This design comes from an exercise in tuning for small area, a short achievable clock period and few clock cycles per item on the open sky130 flow, not from production work. Only simulation tests tie the RTL to the original design; equivalence was not proved.

==> run M <==
// aes256_cbc_dec
module aes256_cbc_dec (
    input  logic         clk,
    input  logic         resetn,
    input  logic [127:0] data_i,
    input  logic         data_valid_i,
    output logic [127:0] plain_o,
    output logic         valid_o,
    output logic         ready_o,
    output logic [1:0]   phase_o,
    output logic [3:0]   key_idx_o
);
==> module aes_round_unit, before the edit <==
module aes_round_unit (
    input  logic [127:0] v_i,
    input  logic [127:0] rkey_i,
    output logic [127:0] w_o,
    output logic [127:0] v_o
);
    logic [127:0] m;
    logic [127:0] s;
    for (genvar k = 0; k < 16; k++) begin : g_inv
        aes_inv_sbox u_inv (.v(v_i[127-8*k -: 8]), .w(w_o[127-8*k -: 8]));
    end
    for (genvar c = 0; c < 4; c++) begin : g_col
        aes_lin_round u_lin (.a(w_o[127-32*c -: 32]), .y(m[127-32*c -: 32]));
    end
    assign s[127 -: 8] = m[127 -: 8];
    assign s[119 -: 8] = m[23 -: 8];
    assign s[111 -: 8] = m[47 -: 8];
    assign s[103 -: 8] = m[71 -: 8];
    assign s[95 -: 8] = m[95 -: 8];
    assign s[87 -: 8] = m[119 -: 8];
    assign s[79 -: 8] = m[15 -: 8];
    assign s[71 -: 8] = m[39 -: 8];
    assign s[63 -: 8] = m[63 -: 8];
    assign s[55 -: 8] = m[87 -: 8];
    assign s[47 -: 8] = m[111 -: 8];
    assign s[39 -: 8] = m[7 -: 8];
    assign s[31 -: 8] = m[31 -: 8];
    assign s[23 -: 8] = m[55 -: 8];
    assign s[15 -: 8] = m[79 -: 8];
    assign s[7 -: 8] = m[103 -: 8];
    assign v_o = s ^ rkey_i;
endmodule
==> module aes256_cbc_dec, before the edit <==
module aes256_cbc_dec (
    input  logic         clk,
    input  logic         resetn,
    input  logic [127:0] data_i,
    input  logic         data_valid_i,
    output logic [127:0] plain_o,
    output logic         valid_o,
    output logic         ready_o,
    output logic [1:0]   phase_o,
    output logic [3:0]   key_idx_o
);
    localparam int N = 7;
    logic [14:0]   key_we;
    logic          iv_load;
    logic          block_load;
    logic [127:0]  din_q;
    logic [1919:0] keys;
    logic [127:0]  prev_ct;
    logic [127:0] v_q [N];
    logic [127:0] x_q [N];
    logic [N-1:0] val_q;
    logic [N-1:0] pass_q;
    logic [127:0] v_d [N];
    logic [127:0] w_d [N];
    logic [127:0] rk_sel [N];
    logic [127:0] v_in;
    logic [127:0] plain_d;
    aes_dec_ctrl u_ctrl (
        .clk          (clk),
        .resetn       (resetn),
        .data_valid_i (data_valid_i),
        .ring_busy_i  (val_q[N-3] && !pass_q[N-3]),
        .phase_o      (phase_o),
        .key_idx_o    (key_idx_o),
        .ready_o      (ready_o),
        .key_we_o     (key_we),
        .iv_load_o    (iv_load),
        .block_load_o (block_load)
    );
    always_ff @(posedge clk) begin
        din_q <= data_i;
    end
    aes_key_store u_keys (
        .clk     (clk),
        .we_i    (key_we),
        .wdata_i (din_q),
        .keys_o  (keys)
    );
    always_ff @(posedge clk) begin
        if (iv_load || block_load) prev_ct <= din_q;
    end
    aes_cbc_in u_in (
        .ct_i  (din_q),
        .k14_i (keys[128*14 +: 128]),
        .v_o   (v_in)
    );
    for (genvar j = 0; j < N; j++) begin : g_stage
        if (j < N - 1) begin : g_mux
            assign rk_sel[j] = pass_q[j] ? keys[128*(N-1-j) +: 128] : keys[128*(2*N-1-j) +: 128];
        end else begin : g_last
            assign rk_sel[j] = keys[128*(2*N-1-j) +: 128];
        end
        aes_round_unit u_round (
            .v_i    (v_q[j]),
            .rkey_i (rk_sel[j]),
            .w_o    (w_d[j]),
            .v_o    (v_d[j])
        );
    end
    always_ff @(posedge clk) begin
        for (int j = 1; j < N; j++) begin
            v_q[j] <= v_d[j-1];
            x_q[j] <= x_q[j-1];
        end
        if (block_load) begin
            v_q[0] <= v_in;
            x_q[0] <= prev_ct ^ keys[127:0];
        end else begin
            v_q[0] <= v_d[N-1];
            x_q[0] <= x_q[N-1];
        end
    end
    always_ff @(posedge clk or negedge resetn) begin
        if (!resetn) begin
            val_q  <= '0;
            pass_q <= '0;
        end else begin
            for (int j = 1; j < N; j++) begin
                val_q[j]  <= val_q[j-1];
                pass_q[j] <= pass_q[j-1];
            end
            val_q[0]  <= block_load || (val_q[N-1] && !pass_q[N-1]);
            pass_q[0] <= !block_load;
        end
    end
    aes_cbc_out u_out (
        .w_i     (w_d[N-1]),
        .x_i     (x_q[N-1]),
        .plain_o (plain_d)
    );
    always_ff @(posedge clk) begin
        plain_o <= plain_d;
    end
    always_ff @(posedge clk or negedge resetn) begin
        if (!resetn) begin
            valid_o <= 1'b0;
        end else begin
            valid_o <= val_q[N-1] && pass_q[N-1];
        end
    end
endmodule
clock: 10.0 ns
lec_check: 0
abc_area: 1
cap_margin: 20
core_margin: 2
core_utilization: 50
slew_margin: 20
standard.sh (not shown) runs the stock make flow with config.mk's settings and CLKGATE_MAP_FILE= SYNTH_SCRIPT=/design/flow/synth_recipe.tcl, a recipe that flattens the netlist after the stock synthesis.
==> flow/flow/run.sh <==
#!/bin/bash
# Standard ORFS layout; synthesis differs only in the abc script used for the
# combinational logic (area-oriented mapping, flow/abc_mine.script).
set -euo pipefail
W=$(pwd)
mkdir -p mysynth
cp "$FLOW_HOME/scripts/synth.tcl" mysynth/synth.tcl
# after the preamble sets abc_args, swap in our own abc script
sed -i "s#^source \$::env(SCRIPTS_DIR)/synth_preamble.tcl#&\nset abc_args [lreplace \$abc_args 1 1 $W/flow/abc_mine.script]#" mysynth/synth.tcl
grep -q "abc_mine.script" mysynth/synth.tcl
sed "s#\$::env(SCRIPTS_DIR)/synth.tcl#$W/mysynth/synth.tcl#" synth_recipe.tcl > mysynth/synth_recipe.tcl
grep -q "mysynth/synth.tcl" mysynth/synth_recipe.tcl
cp standard.sh standard_sh.log
bash standard.sh SYNTH_SCRIPT="$W/mysynth/synth_recipe.tcl" finish > standard.log 2>&1
==> flow/flow/abc_mine.script <==
&get -n
&st
&dch
&nf -R 1000
&put
==> run C: changes against run M <==
--- a/flow/design.v
+++ b/flow/design.v
@@ -412,17 +412,21 @@
 endmodule
 `timescale 1ns/1ps
-module aes_round_unit (
+module aes_inv_layer (
     input  logic [127:0] v_i,
+    output logic [127:0] w_o
+);
+    for (genvar k = 0; k < 16; k++) begin : g_inv
+        aes_inv_sbox u_inv (.v(v_i[127-8*k -: 8]), .w(w_o[127-8*k -: 8]));
+    end
+endmodule
+module aes_round_unit (
+    input  logic [127:0] w_i,
     input  logic [127:0] rkey_i,
-    output logic [127:0] w_o,
     output logic [127:0] v_o
 );
     logic [127:0] m;
     logic [127:0] s;
-    for (genvar k = 0; k < 16; k++) begin : g_inv
-        aes_inv_sbox u_inv (.v(v_i[127-8*k -: 8]), .w(w_o[127-8*k -: 8]));
-    end
     for (genvar c = 0; c < 4; c++) begin : g_col
-        aes_lin_round u_lin (.a(w_o[127-32*c -: 32]), .y(m[127-32*c -: 32]));
+        aes_lin_round u_lin (.a(w_i[127-32*c -: 32]), .y(m[127-32*c -: 32]));
     end
     assign s[127 -: 8] = m[127 -: 8];
@@ -495,5 +499,5 @@
     output logic [3:0]   key_idx_o
 );
-    localparam int N = 7;
+    localparam int N = 14;
     logic [14:0]   key_we;
     logic          iv_load;
@@ -506,7 +510,7 @@
     logic [N-1:0] val_q;
     logic [N-1:0] pass_q;
-    logic [127:0] v_d [N];
-    logic [127:0] w_d [N];
-    logic [127:0] rk_sel [N];
+    logic [127:0] nxt [N];
+    logic [127:0] w_last;
+    logic [127:0] rk_sel [7];
     logic [127:0] v_in;
     logic [127:0] plain_d;
@@ -540,20 +544,24 @@
         .v_o   (v_in)
     );
-    for (genvar j = 0; j < N; j++) begin : g_stage
-        if (j < N - 1) begin : g_mux
-            assign rk_sel[j] = pass_q[j] ? keys[128*(N-1-j) +: 128] : keys[128*(2*N-1-j) +: 128];
+    for (genvar j = 0; j < 7; j++) begin : g_stage
+        if (j < 6) begin : g_mux
+            assign rk_sel[j] = pass_q[2*j+1] ? keys[128*(6-j) +: 128] : keys[128*(13-j) +: 128];
         end else begin : g_last
-            assign rk_sel[j] = keys[128*(2*N-1-j) +: 128];
+            assign rk_sel[j] = keys[128*7 +: 128];
         end
+        aes_inv_layer u_inv (
+            .v_i (v_q[2*j]),
+            .w_o (nxt[2*j])
+        );
         aes_round_unit u_round (
-            .v_i    (v_q[j]),
+            .w_i    (v_q[2*j+1]),
             .rkey_i (rk_sel[j]),
-            .w_o    (w_d[j]),
-            .v_o    (v_d[j])
+            .v_o    (nxt[2*j+1])
         );
     end
+    assign w_last = v_q[N-1];
     always_ff @(posedge clk) begin
         for (int j = 1; j < N; j++) begin
-            v_q[j] <= v_d[j-1];
+            v_q[j] <= nxt[j-1];
             x_q[j] <= x_q[j-1];
         end
@@ -562,5 +570,5 @@
             x_q[0] <= prev_ct ^ keys[127:0];
         end else begin
-            v_q[0] <= v_d[N-1];
+            v_q[0] <= nxt[N-1];
             x_q[0] <= x_q[N-1];
         end
@@ -580,5 +588,5 @@
     end
     aes_cbc_out u_out (
-        .w_i     (w_d[N-1]),
+        .w_i     (w_last),
         .x_i     (x_q[N-1]),
         .plain_o (plain_d)
--- a/flow/flow/run.sh
+++ b/flow/flow/run.sh
@@ -1,5 +1,7 @@
 #!/bin/bash
 # Standard ORFS layout; synthesis differs only in the abc script used for the
-# combinational logic (area-oriented mapping, flow/abc_mine.script).
+# combinational logic (area-oriented mapping, flow/abc_mine.script), without
+# the half-adder extraction step. Ports get plain buf_2 buffers (not delay cells),
+# and timing repair aims at 6 ns of setup slack.
 set -euo pipefail
 W=$(pwd)
@@ -12,3 +14,3 @@
 grep -q "mysynth/synth.tcl" mysynth/synth_recipe.tcl
 cp standard.sh standard_sh.log
-bash standard.sh SYNTH_SCRIPT="$W/mysynth/synth_recipe.tcl" finish > standard.log 2>&1
+bash standard.sh SYNTH_SCRIPT="$W/mysynth/synth_recipe.tcl" ADDER_MAP_FILE= SETUP_SLACK_MARGIN=6 "BUFFER_PORTS_ARGS=-buffer_cell sky130_fd_sc_hd__buf_2" finish > standard.log 2>&1
==> flow/flow/abc_mine.script (replaced) <==
strash
dch
map -a
&get -n
&st
&dch
&nf -R 1000
&put
- CORE_UTILIZATION: 50 -> 62
- SETUP_SLACK_MARGIN: default -> 5
==> run X: changes against run M <==
--- a/flow/design.v
+++ b/flow/design.v
@@ -412,17 +412,21 @@
 endmodule
 `timescale 1ns/1ps
-module aes_round_unit (
+module aes_inv_layer (
     input  logic [127:0] v_i,
+    output logic [127:0] w_o
+);
+    for (genvar k = 0; k < 16; k++) begin : g_inv
+        aes_inv_sbox u_inv (.v(v_i[127-8*k -: 8]), .w(w_o[127-8*k -: 8]));
+    end
+endmodule
+module aes_round_unit (
+    input  logic [127:0] w_i,
     input  logic [127:0] rkey_i,
-    output logic [127:0] w_o,
     output logic [127:0] v_o
 );
     logic [127:0] m;
     logic [127:0] s;
-    for (genvar k = 0; k < 16; k++) begin : g_inv
-        aes_inv_sbox u_inv (.v(v_i[127-8*k -: 8]), .w(w_o[127-8*k -: 8]));
-    end
     for (genvar c = 0; c < 4; c++) begin : g_col
-        aes_lin_round u_lin (.a(w_o[127-32*c -: 32]), .y(m[127-32*c -: 32]));
+        aes_lin_round u_lin (.a(w_i[127-32*c -: 32]), .y(m[127-32*c -: 32]));
     end
     assign s[127 -: 8] = m[127 -: 8];
@@ -495,5 +499,5 @@
     output logic [3:0]   key_idx_o
 );
-    localparam int N = 7;
+    localparam int N = 14;
     logic [14:0]   key_we;
     logic          iv_load;
@@ -506,7 +510,7 @@
     logic [N-1:0] val_q;
     logic [N-1:0] pass_q;
-    logic [127:0] v_d [N];
-    logic [127:0] w_d [N];
-    logic [127:0] rk_sel [N];
+    logic [127:0] nxt [N];
+    logic [127:0] w_last;
+    logic [127:0] rk_sel [7];
     logic [127:0] v_in;
     logic [127:0] plain_d;
@@ -540,20 +544,24 @@
         .v_o   (v_in)
     );
-    for (genvar j = 0; j < N; j++) begin : g_stage
-        if (j < N - 1) begin : g_mux
-            assign rk_sel[j] = pass_q[j] ? keys[128*(N-1-j) +: 128] : keys[128*(2*N-1-j) +: 128];
+    for (genvar j = 0; j < 7; j++) begin : g_stage
+        if (j < 6) begin : g_mux
+            assign rk_sel[j] = pass_q[2*j+1] ? keys[128*(6-j) +: 128] : keys[128*(13-j) +: 128];
         end else begin : g_last
-            assign rk_sel[j] = keys[128*(2*N-1-j) +: 128];
+            assign rk_sel[j] = keys[128*7 +: 128];
         end
+        aes_inv_layer u_inv (
+            .v_i (v_q[2*j]),
+            .w_o (nxt[2*j])
+        );
         aes_round_unit u_round (
-            .v_i    (v_q[j]),
+            .w_i    (v_q[2*j+1]),
             .rkey_i (rk_sel[j]),
-            .w_o    (w_d[j]),
-            .v_o    (v_d[j])
+            .v_o    (nxt[2*j+1])
         );
     end
+    assign w_last = v_q[N-1];
     always_ff @(posedge clk) begin
         for (int j = 1; j < N; j++) begin
-            v_q[j] <= v_d[j-1];
+            v_q[j] <= nxt[j-1];
             x_q[j] <= x_q[j-1];
         end
@@ -562,5 +570,5 @@
             x_q[0] <= prev_ct ^ keys[127:0];
         end else begin
-            v_q[0] <= v_d[N-1];
+            v_q[0] <= nxt[N-1];
             x_q[0] <= x_q[N-1];
         end
@@ -580,5 +588,5 @@
     end
     aes_cbc_out u_out (
-        .w_i     (w_d[N-1]),
+        .w_i     (w_last),
         .x_i     (x_q[N-1]),
         .plain_o (plain_d)
--- a/flow/flow/run.sh
+++ b/flow/flow/run.sh
@@ -1,5 +1,7 @@
 #!/bin/bash
 # Standard ORFS layout; synthesis differs only in the abc script used for the
-# combinational logic (area-oriented mapping, flow/abc_mine.script).
+# combinational logic (area-oriented mapping, flow/abc_mine.script), without
+# the half-adder extraction step. Ports get plain buf_2 buffers (not delay cells),
+# and timing repair aims at 6 ns of setup slack.
 set -euo pipefail
 W=$(pwd)
@@ -12,3 +14,3 @@
 grep -q "mysynth/synth.tcl" mysynth/synth_recipe.tcl
 cp standard.sh standard_sh.log
-bash standard.sh SYNTH_SCRIPT="$W/mysynth/synth_recipe.tcl" finish > standard.log 2>&1
+bash standard.sh SYNTH_SCRIPT="$W/mysynth/synth_recipe.tcl" ADDER_MAP_FILE= SETUP_SLACK_MARGIN=6 "BUFFER_PORTS_ARGS=-buffer_cell sky130_fd_sc_hd__buf_2" finish > standard.log 2>&1
- CORE_UTILIZATION: 50 -> 55
- SETUP_SLACK_MARGIN: default -> 5
==> metrics.cfg <==
[finish]
fin_area_um2=338000
layout_common_cells=xnor2_1, xor2_1, dfxtp_1
top_regs=u_keys.rk: 1920 flops, v_q: 1792 flops, x_q: 1792 flops

[status]
status=failed layout checks
so.violations=antenna rules

[setup_path]
cp.arrival_ns=4.93

[placement]
gp_congestion=1.02

[routing]
antenna_left=1

[timing]
tightestPinTransition_ns=1.44
max-slew-margin-rel_pct=3.93

[global_route]
track_usage_pct=38.5

That was run C.
==> metrics.cfg <==
[status]
status=timing/DRC/antenna clean

[timing]
tightestPinTransition_ns=1.33

[finish]
fin_area_um2=341000
top_regs=u_keys.rk: 1920 flops, v_q: 1792 flops, x_q: 1792 flops
layout_common_cells=xnor2_1, nand2_1, dfxtp_1

[floorplan]
row_count=272

[setup_path]
cp.arrival_ns=4.87

That was run X.
==> metrics.cfg <==
[status]
status=timing/DRC/antenna clean

[timing]
max-slew-margin-rel_pct=8.50
tightestPinTransition_ns=1.37

[setup_path]
cp.arrival_ns=8.53

[finish]
fin_area_um2=318000

[global_route]
track_usage_pct=33.4

That was run M.
Testbench counts of run M, summed over its fixed seeds: cycles 728, items 256.
Testbench counts of run C, summed over its fixed seeds: cycles 840, items 256.
Testbench counts of run X, summed over its fixed seeds: cycles 840, items 256.

[port drivers added, routing unchanged]
Ports are ideal in the flow. The routed layouts listed here were re-timed in OpenROAD. Step 1 (the two cells are an assumption about what drives the block):
set clk [get_ports {clk}]
set_driving_cell -lib_cell sky130_fd_sc_hd__clkbuf_16 $clk
set_driving_cell -lib_cell sky130_fd_sc_hd__buf_2 [delete_from_list [all_inputs] $clk]
Step 2 adds t to the input delays and takes it off the output delays; t is the mean of the earliest and latest rising clock arrival at the registers after step 1. Input paths then give back, and output paths get back, about the clock's delay inside the block. Three values: no drivers, after step 1, after step 2; two values: the first two.
run | t, ns | slack for setup (ns) | worst data-port slew with drivers (ns) | pins driven straight from the clock port
run M | 1.181 | 2.381 / 2.381 / 2.381 | 0.06 | 1
run C | 1.207 | 5.998 / 5.941 / 5.998 | 0.07 | 1
run X | 1.243 | 6.017 / 6.017 / 6.017 | 0.05 | 1
